This is an optimization exercise on Yosys and OpenROAD, whose aim is small area, not a production implementation. Function was checked by simulation only, so behaviour that the tests miss may differ from the original.

## flow/design.v

```verilog
package meas_pkg;
    localparam int SAMPLE_W  = 10;   
    localparam int COUNT_W   = 16;   
    localparam int READING_W = 16;   
    typedef logic [SAMPLE_W-1:0]  sample_t;
    typedef logic [COUNT_W-1:0]   count_t;
    typedef logic [READING_W-1:0] reading_t;
    localparam int SNAP_W = 3 * COUNT_W + SAMPLE_W;
    typedef logic [SNAP_W-1:0] window_snapshot_t;
    localparam int RESULT_W = 3 * READING_W + 1;
    typedef logic [RESULT_W-1:0] meter_result_t;
    typedef enum logic [1:0] {
        IDLE,
        DIVIDE,
        PUBLISH
    } fmt_state_t;
    localparam sample_t MID_LEVEL = 10'd512;
    localparam int unsigned DUTY_FULL_SCALE = 1000;   
    localparam int unsigned DEFAULT_GATE_CYCLES   = 50000;
    localparam int unsigned DEFAULT_FREQ_SCALE    = 10;      
    localparam int unsigned DEFAULT_KHZ_THRESHOLD = 10000;
    localparam int unsigned DEFAULT_FIFO_DEPTH    = 2;
endpackage
`timescale 1ns/100ps
module window_accumulator #(
    parameter int unsigned GATE_CYCLES = meas_pkg::DEFAULT_GATE_CYCLES
) (
    input  logic                       clk,
    input  logic                       rst_n,
    input  meas_pkg::sample_t          sample_data,
    input  logic                       sample_valid,
    input  logic                       measure_en,
    input  logic                       full,
    output meas_pkg::window_snapshot_t snap_data,
    output logic                       snap_push,
    output logic                       window_lost
);
    localparam int GATE_W = (GATE_CYCLES > 1) ? $clog2(GATE_CYCLES) : 1;
    logic [GATE_W-1:0]  gate_cnt;
    logic               win_last;      
    logic               win_done;      
    logic               accept;
    logic               is_high;
    logic               is_cross;
    logic               prev_valid;
    logic               prev_high;
    meas_pkg::count_t   crossings;
    meas_pkg::count_t   high_count;
    meas_pkg::count_t   total_count;
    meas_pkg::sample_t  max_val;
    meas_pkg::sample_t  min_val;
    meas_pkg::count_t   cross_next;
    meas_pkg::count_t   high_next;
    meas_pkg::count_t   total_next;
    meas_pkg::sample_t  max_next;
    meas_pkg::sample_t  min_next;
    assign win_last = measure_en && (gate_cnt == GATE_W'(GATE_CYCLES - 1));
    always_ff @(posedge clk or negedge rst_n) begin
        if (!rst_n) begin
            gate_cnt <= '0;
            win_done <= 1'b0;
        end else begin
            win_done <= win_last;
            if (!measure_en || win_last) begin
                gate_cnt <= '0;
            end else begin
                gate_cnt <= gate_cnt + 1'b1;
            end
        end
    end
    assign accept   = measure_en && sample_valid;
    assign is_high  = sample_data >= meas_pkg::MID_LEVEL;
    assign is_cross = accept && is_high && prev_valid && !prev_high;
    assign cross_next = crossings + meas_pkg::count_t'(is_cross);
    assign high_next  = high_count + meas_pkg::count_t'(accept && is_high);
    assign total_next = total_count + meas_pkg::count_t'(accept);
    assign max_next   = (accept && sample_data > max_val) ? sample_data : max_val;
    assign min_next   = (accept && sample_data < min_val) ? sample_data : min_val;
    always_ff @(posedge clk or negedge rst_n) begin
        if (!rst_n) begin
            prev_valid <= 1'b0;
            prev_high  <= 1'b0;
        end else if (!measure_en) begin
            prev_valid <= 1'b0;
            prev_high  <= 1'b0;
        end else if (accept) begin
            prev_valid <= 1'b1;
            prev_high  <= is_high;
        end
    end
    always_ff @(posedge clk or negedge rst_n) begin
        if (!rst_n) begin
            crossings   <= '0;
            high_count  <= '0;
            total_count <= '0;
            max_val     <= '0;
            min_val     <= '1;
        end else if (!measure_en || win_last) begin
            crossings   <= '0;
            high_count  <= '0;
            total_count <= '0;
            max_val     <= '0;
            min_val     <= '1;
        end else begin
            crossings   <= cross_next;
            high_count  <= high_next;
            total_count <= total_next;
            max_val     <= max_next;
            min_val     <= min_next;
        end
    end
    always_ff @(posedge clk) begin
        if (win_last) begin
            snap_data[57:42] <= cross_next;
            snap_data[41:26] <= high_next;
            snap_data[25:10] <= total_next;
            snap_data[9:0]   <= (total_next == '0) ? '0 : max_next - min_next;
        end
    end
    assign snap_push   = win_done && !full;
    assign window_lost = win_done && full;    
endmodule
`timescale 1ns/100ps
module snapshot_fifo #(
    parameter int unsigned FIFO_DEPTH = meas_pkg::DEFAULT_FIFO_DEPTH
) (
    input  logic                       clk,
    input  logic                       rst_n,
    input  logic                       push,
    input  meas_pkg::window_snapshot_t push_data,
    input  logic                       pop,
    output meas_pkg::window_snapshot_t head,
    output logic                       full,
    output logic                       empty
);
    localparam int PTR_W = (FIFO_DEPTH > 1) ? $clog2(FIFO_DEPTH) : 1;
    localparam int CNT_W = $clog2(FIFO_DEPTH + 1);
    meas_pkg::window_snapshot_t mem [FIFO_DEPTH];
    logic [PTR_W-1:0] wr_ptr;
    logic [PTR_W-1:0] rd_ptr;
    logic [CNT_W-1:0] count;
    logic             do_push;
    logic             do_pop;
    assign do_push = push && !full;
    assign do_pop  = pop && !empty;
    assign full    = count == CNT_W'(FIFO_DEPTH);
    assign empty   = count == '0;
    assign head    = mem[rd_ptr];
    always_ff @(posedge clk) begin
        if (do_push) begin
            mem[wr_ptr] <= push_data;
        end
    end
    always_ff @(posedge clk or negedge rst_n) begin
        if (!rst_n) begin
            wr_ptr <= '0;
            rd_ptr <= '0;
            count  <= '0;
        end else begin
            if (do_push) begin
                wr_ptr <= (wr_ptr == PTR_W'(FIFO_DEPTH - 1)) ? '0 : wr_ptr + 1'b1;
            end
            if (do_pop) begin
                rd_ptr <= (rd_ptr == PTR_W'(FIFO_DEPTH - 1)) ? '0 : rd_ptr + 1'b1;
            end
            if (do_push && !do_pop) begin
                count <= count + 1'b1;
            end else if (do_pop && !do_push) begin
                count <= count - 1'b1;
            end
        end
    end
endmodule
`timescale 1ns/100ps
module result_formatter #(
    parameter int unsigned FREQ_SCALE    = meas_pkg::DEFAULT_FREQ_SCALE,
    parameter int unsigned KHZ_THRESHOLD = meas_pkg::DEFAULT_KHZ_THRESHOLD
) (
    input  logic                       clk,
    input  logic                       rst_n,
    input  meas_pkg::window_snapshot_t head,
    input  logic                       empty,
    output logic                       pop,
    output meas_pkg::meter_result_t    result,
    output logic                       result_valid
);
    localparam int COUNT_W = meas_pkg::COUNT_W;
    localparam int READ_W  = meas_pkg::READING_W;
    localparam int NUM_W   = COUNT_W + $clog2(meas_pkg::DUTY_FULL_SCALE);
    localparam int BIT_W   = $clog2(NUM_W);
    meas_pkg::fmt_state_t state;
    logic [BIT_W-1:0]     bit_cnt;
    logic [NUM_W-1:0]     num_init;
    logic [NUM_W-1:0]     quo_num;      
    logic [COUNT_W:0]     rem;
    logic [COUNT_W:0]     rem_shift;
    logic                 sub_ok;
    meas_pkg::count_t     divisor;
    logic [31:0]          freq_full;
    meas_pkg::reading_t   freq_q;
    logic                 khz_q;
    meas_pkg::reading_t   amp_q;
    assign pop       = (state == meas_pkg::IDLE) && !empty;
    assign freq_full = 32'(head[57:42]) * 32'(FREQ_SCALE);
    assign num_init  = NUM_W'(head[41:26]) * NUM_W'(meas_pkg::DUTY_FULL_SCALE);
    assign rem_shift = {rem[COUNT_W-1:0], quo_num[NUM_W-1]};
    assign sub_ok    = rem_shift >= {1'b0, divisor};
    always_ff @(posedge clk) begin
        if (pop) begin
            khz_q   <= 32'(head[57:42]) >= KHZ_THRESHOLD;
            freq_q  <= (32'(head[57:42]) >= KHZ_THRESHOLD) ? head[57:42]
                                                              : freq_full[READ_W-1:0];
            amp_q   <= READ_W'(head[9:0]);    
            divisor <= head[25:10];
            quo_num <= num_init;
            rem     <= '0;
        end else if (state == meas_pkg::DIVIDE) begin
            rem     <= sub_ok ? rem_shift - {1'b0, divisor} : rem_shift;
            quo_num <= {quo_num[NUM_W-2:0], sub_ok};
        end
    end
    always_ff @(posedge clk or negedge rst_n) begin
        if (!rst_n) begin
            state   <= meas_pkg::IDLE;
            bit_cnt <= '0;
        end else begin
            case (state)
                meas_pkg::IDLE: begin
                    bit_cnt <= '0;
                    if (pop) begin
                        state <= meas_pkg::DIVIDE;
                    end
                end
                meas_pkg::DIVIDE: begin
                    bit_cnt <= bit_cnt + 1'b1;
                    if (bit_cnt == BIT_W'(NUM_W - 1)) begin
                        state <= meas_pkg::PUBLISH;
                    end
                end
                default: state <= meas_pkg::IDLE;    
            endcase
        end
    end
    always_ff @(posedge clk or negedge rst_n) begin
        if (!rst_n) begin
            result       <= '0;
            result_valid <= 1'b0;
        end else begin
            result_valid <= state == meas_pkg::PUBLISH;
            if (state == meas_pkg::PUBLISH) begin
                result[48:33] <= freq_q;
                result[32] <= khz_q;
                result[31:16] <= amp_q;
                result[15:0] <= (divisor == '0) ? '0 : quo_num[READ_W-1:0];
            end
        end
    end
endmodule
`timescale 1ns/100ps
module signal_meter_top #(
    parameter int unsigned GATE_CYCLES   = meas_pkg::DEFAULT_GATE_CYCLES,
    parameter int unsigned FIFO_DEPTH    = meas_pkg::DEFAULT_FIFO_DEPTH,
    parameter int unsigned FREQ_SCALE    = meas_pkg::DEFAULT_FREQ_SCALE,
    parameter int unsigned KHZ_THRESHOLD = meas_pkg::DEFAULT_KHZ_THRESHOLD
) (
    input  logic                    clk,
    input  logic                    rst_n,
    input  meas_pkg::sample_t       sample_data,
    input  logic                    sample_valid,
    input  logic                    measure_en,
    output meas_pkg::meter_result_t result,
    output logic                    result_valid,
    output logic                    window_lost
);
    meas_pkg::window_snapshot_t snap_data;
    meas_pkg::window_snapshot_t head;
    logic                       snap_push;
    logic                       full;
    logic                       empty;
    logic                       pop;
    window_accumulator #(
        .GATE_CYCLES (GATE_CYCLES)
    ) u_accum (
        .clk          (clk),
        .rst_n        (rst_n),
        .sample_data  (sample_data),
        .sample_valid (sample_valid),
        .measure_en   (measure_en),
        .full         (full),
        .snap_data    (snap_data),
        .snap_push    (snap_push),
        .window_lost  (window_lost)
    );
    snapshot_fifo #(
        .FIFO_DEPTH (FIFO_DEPTH)
    ) u_fifo (
        .clk       (clk),
        .rst_n     (rst_n),
        .push      (snap_push),
        .push_data (snap_data),
        .pop       (pop),
        .head      (head),
        .full      (full),
        .empty     (empty)
    );
    result_formatter #(
        .FREQ_SCALE    (FREQ_SCALE),
        .KHZ_THRESHOLD (KHZ_THRESHOLD)
    ) u_formatter (
        .clk          (clk),
        .rst_n        (rst_n),
        .head         (head),
        .empty        (empty),
        .pop          (pop),
        .result       (result),
        .result_valid (result_valid)
    );
endmodule
```

## flow/run.sh

```bash
#!/bin/bash
# synth_recipe.tcl (not shown) runs the flow's synth.tcl, then flattens the netlist and writes it again
# the make line also repeats each setting of config.mk as NAME=value (left out here)
make -C /OpenROAD-flow-scripts/flow DESIGN_CONFIG=/design/flow/config.mk WORK_HOME=/design/flow/orfs CLKGATE_MAP_FILE= SYNTH_SCRIPT=/design/flow/synth_recipe.tcl finish
```

## flow/config.mk

```make
export PLATFORM = sky130hd
export DESIGN_NAME = signal_meter_top
export DESIGN_NICKNAME = signal_meter_top
export VERILOG_FILES = /design/flow/design.v
export SDC_FILE = /design/flow/constraint.sdc
export NUM_CORES = 4
export LEC_CHECK = 0
export CAP_MARGIN = 20
export CORE_MARGIN = 2
export CORE_UTILIZATION = 40
export SLEW_MARGIN = 20
```

## flow/constraint.sdc

```tcl
create_clock -name core_clock -period 10.0 [get_ports {clk}]
set_input_delay 2.0000 -clock core_clock [delete_from_list [all_inputs] [get_ports {clk}]]
set_output_delay 2.0000 -clock core_clock [all_outputs]
set_load 0.01 [all_outputs]
```

==> run_results.csv <==
group,metric,value,unit
critical_path,slowest_delay,770,ps
clocking,clock-sinks,401,
synthesis,avgSynthCellArea,12.1,sq um
sta,slew_viol_final,0,
clocking,clockRootBuffer,"clkbuf_16",
placement,dp_hpwl,26500,um
sta,final.setup.tns,0,ps
synthesis,postSynthCellCount,1712,
hold_path,min_path_cells,0,
synthesis,async_flop_share,0.354,
synthesis,synth_area_leaders,"edfxtp_1 (35%), dfrtp_1 (16%), ha_1 (7.9%), fa_1 (5.5%), nand2_1 (3.3%)",
clocking,insertion_delay,580,ps
drt,drtIter0Drc,771,
sta,fmax,167,MHz
synthesis,synth_ff_type,"edfxtp_1",
sta,setup_viol,0,
drt,vias,12600,
critical_path,crit_chain,"clkdlybuf4s50_1 -> ha_1 -> nand4_1 -> a211oi_1 -> a2111oi_0 -> nor2_1 -> mux2i_1 -> ha_1 -> inv_1 -> fa_1 -> a21o_1 -> a21oi_1 -> nor2b_1 -> o21a_1 -> o41ai_1 -> xnor2_1 -> and2_1",
layout,drive_above_1_share,0.0903,
synthesis,post-synth-top-area-cell,"edfxtp_1",
sta,period_share,0.599,
hold_path,hold_path_class,"register to register",
job,max_cap_viol_count,0,
sta,max-slew-margin-rel,0.327,
drt,wl_per_cell,15.5,um
placement,post-place-ws,3430,ps
sta,rsz0062_at_grt,"false",
synthesis,ys_ff_latch,401,
drt,firstDrtPassIters,5,
layout,area_growth_syn_to_layout,14.0,%
synthesis,synth_cell_type_count,78,
critical_path,critPathRequiredTime,10330,ps
critical_path,crit_cells,17,
die,ios,65,
global_routing,antenna_found_initial,0,
placement,place_congestion,0.849,
clocking,h-tree-depth,2,
layout,antenna_cells,0,
die,dieArea,53500,sq um
die,die_w,231,um
sta,worst_slack,4010,ps
synthesis,syn_area,20700,sq um
global_routing,grt_max_degree,85,
critical_path,crit_fanout,18,
placement,io_buffer_count,58,
critical_path,cpMaxStageDelayCell,"nor2_1",
drt,vias_per_cell,5.05,
outcome,status,"no timing/DRC/antenna violations",
global_routing,grt.overflow.total,0,
clocking,cts_buffers,45,
drt,drtAntennaViolNets,0,
critical_path,startpoint_type,"input pin",
synthesis,ys_seq_area_frac,0.540,
critical_path,r2r_cells,15,
drt,drt_wl_total,38700,um
sta,fin_crit,5990,ps
die,coreArea,51200,sq um
die,initial_utilization,0.404,
clocking,tritoncts,"built",
clocking,clockBufferDepth,3,
global_routing,first_global_vias,12600,
die,dieHeight,231,um
critical_path,crit_top_cell,"ha_1",
critical_path,worstPathArrival,6320,ps
global_routing,grt_pass1_wl,64900,um
global_routing,grtUsageTotal,0.149,
sta,hold_viol,0,
clocking,clkTransAtPathRegs,60,ps
clocking,post_cts_resized,0,
drt,remaining_drc_errors,0,
synthesis,yosys_warnings,3,
critical_path,critical-path-top-delay-family,"compound AO/OA/AOI/OAI gates",
critical_path,critPathKind,"input pin to register",
synthesis,synth_edf_count,240,
layout,finish.net_count,1981,
critical_path,path_buf_inv,2,
clocking,cts_setup_buffers,0,
critical_path,end_kind,"register",
die,num_rows,83,
synthesis,synth_top_area_share,0.349,
sta,worst_pin_slew,1010,ps
clocking,ctsHoldBuffers,0,
sta,finClkSkew,36.0,ps
through the flow:
step | instances | area (sq um) | hold WS (ps) | util
after floorplan | 1717 | 20700 | 415 | -
after global placement | 2413 | 22000 | 422 | 0.430
after detailed placement | 2413 | 22000 | 425 | 0.430
after CTS | 2497 | 23500 | 422 | 0.460
after global routing | 2497 | 23500 | 439 | 0.460
final | 2497 | 23500 | 423 | 0.460
cells by family after synthesis:
family / after synthesis / synth area share
AND/OR/NAND/NOR: 476 / 0.112
flip-flops: 401 / 0.540
AO/OA/AOI/OAI: 249 / 0.0828
buffers and inverters: 202 / 0.0390
adder cells (fa/ha/maj): 187 / 0.134
XOR/XNOR: 104 / 0.0448
multiplexers: 92 / 0.0474
other: 1 / 0.000182
synthesized netlist by cell type, types with 5 or more instances:
master / instances
a211oi_1: 10
a21o_1: 20
a21oi_1: 36
a22o_1: 27
a31oi_1: 6
a41oi_1: 6
and2_1: 66
and3_1: 16
and4_1: 7
buf_1: 7
buf_2: 5
buf_4: 7
clkbuf_1: 34
dfrtp_1: 132
dfstp_2: 10
dfxtp_1: 19
edfxtp_1: 240
fa_1: 57
ha_1: 130
inv_1: 146
mux2_2: 42
mux2i_1: 49
nand2_1: 181
nand2b_1: 11
nand3_1: 35
nand4_1: 14
nor2_1: 86
nor2b_1: 9
nor3_1: 14
nor3b_1: 6
nor4_1: 12
o211ai_1: 9
o21a_1: 14
o21ai_0: 74
xnor2_1: 60
xor2_1: 43
cell usage in the layout, fill, tap and decap left out, types with 7 or more instances in the layout:
cell,n
xor2_1,43
nor3_1,14
clkinv_2,7
and3_1,15
inv_1,145
and2_1,66
a21oi_1,36
nor4_1,12
a22o_1,27
clkbuf_1,10
nor2_1,84
dfstp_2,10
o211ai_1,9
nand4_1,14
clkdlybuf4s50_1,57
buf_4,13
edfxtp_1,240
xnor2_1,60
o21a_1,14
mux2_2,42
a211oi_1,10
a21o_1,20
clkbuf_16,46
and4_1,7
nand2_1,181
dfxtp_1,19
mux2i_1,49
nand3_1,35
o21ai_0,74
fa_1,57
ha_1,130
nor2b_1,8
dfrtp_1,131
nand2b_1,10
final cells by class:
cell class	instances	area, sq um
Sequential cell	401	11200
Clock inverter	23	292
Fill cell	4607	27700
Tap cell	680	851
Inverter	147	552
Multi-Input combinational cell	1114	8760
Timing Repair Buffer	71	679
Clock buffer	61	1260
sequential cells by signal, summed over array words and instances (netlist names), 2 cells and up:
signal,flops
u_formatter.bit_cnt,5
u_fifo.count,2
u_formatter.state,2
u_accum.crossings,16
u_accum.gate_cnt,16
u_formatter.divisor,16
u_accum.max_val,10
u_accum.snap_data,58
u_formatter.freq_q,16
u_formatter.amp_q,10
u_accum.min_val,10
u_accum.total_count,16
u_fifo.mem,116
u_accum.high_count,16
u_formatter.result,43
u_formatter.rem,16
u_formatter.quo_num,26
metal layers:
layer | part of all wire | GRT usage
met1 | 0.48 | 0.212
met2 | 0.46 | 0.232
met3 | 0.036 | 0.0274
met4 | 0.023 | 0.0464
met5 | 0 | 0
path summary, 6_finish.rpt:
path                                       start                       to  slack [ps]
max in group asynchronous                  rst_n   u_accum.total_count[3]        7140
min reg2reg                u_accum.snap_data[13]        u_fifo.mem[0][13]         420
max                               sample_data[4]     u_accum.snap_data[8]        4010
max reg2reg                        u_fifo.rd_ptr  u_formatter.quo_num[19]        4040
min                        u_accum.snap_data[13]        u_fifo.mem[0][13]         420
min in group asynchronous                  rst_n   u_formatter.result[44]        1500

[static timing again, ports no longer ideal]
Ports are ideal in the flow. The routed layout listed here was re-timed in OpenROAD. Step 1 assumes that a clkbuf_16 drives the clock port and a buf_2 every other input. Step 2 also shifts input and output timing later by t, the mid clock arrival at the registers, as if the neighbouring blocks saw the same clock. Slacks: ideal ports / drivers / drivers and shift; pairs: ideal ports / drivers.
t (ns): 0.622
setup slack, ns: 4.013 / 4.038 / 3.416
worst setup path at the end: input to register
pins driven straight from the clock port: 1
After both steps this run still meets setup and hold. For this run, drivers alone change the setup slack by +0.025 ns; drivers and shift together by -0.597 ns.
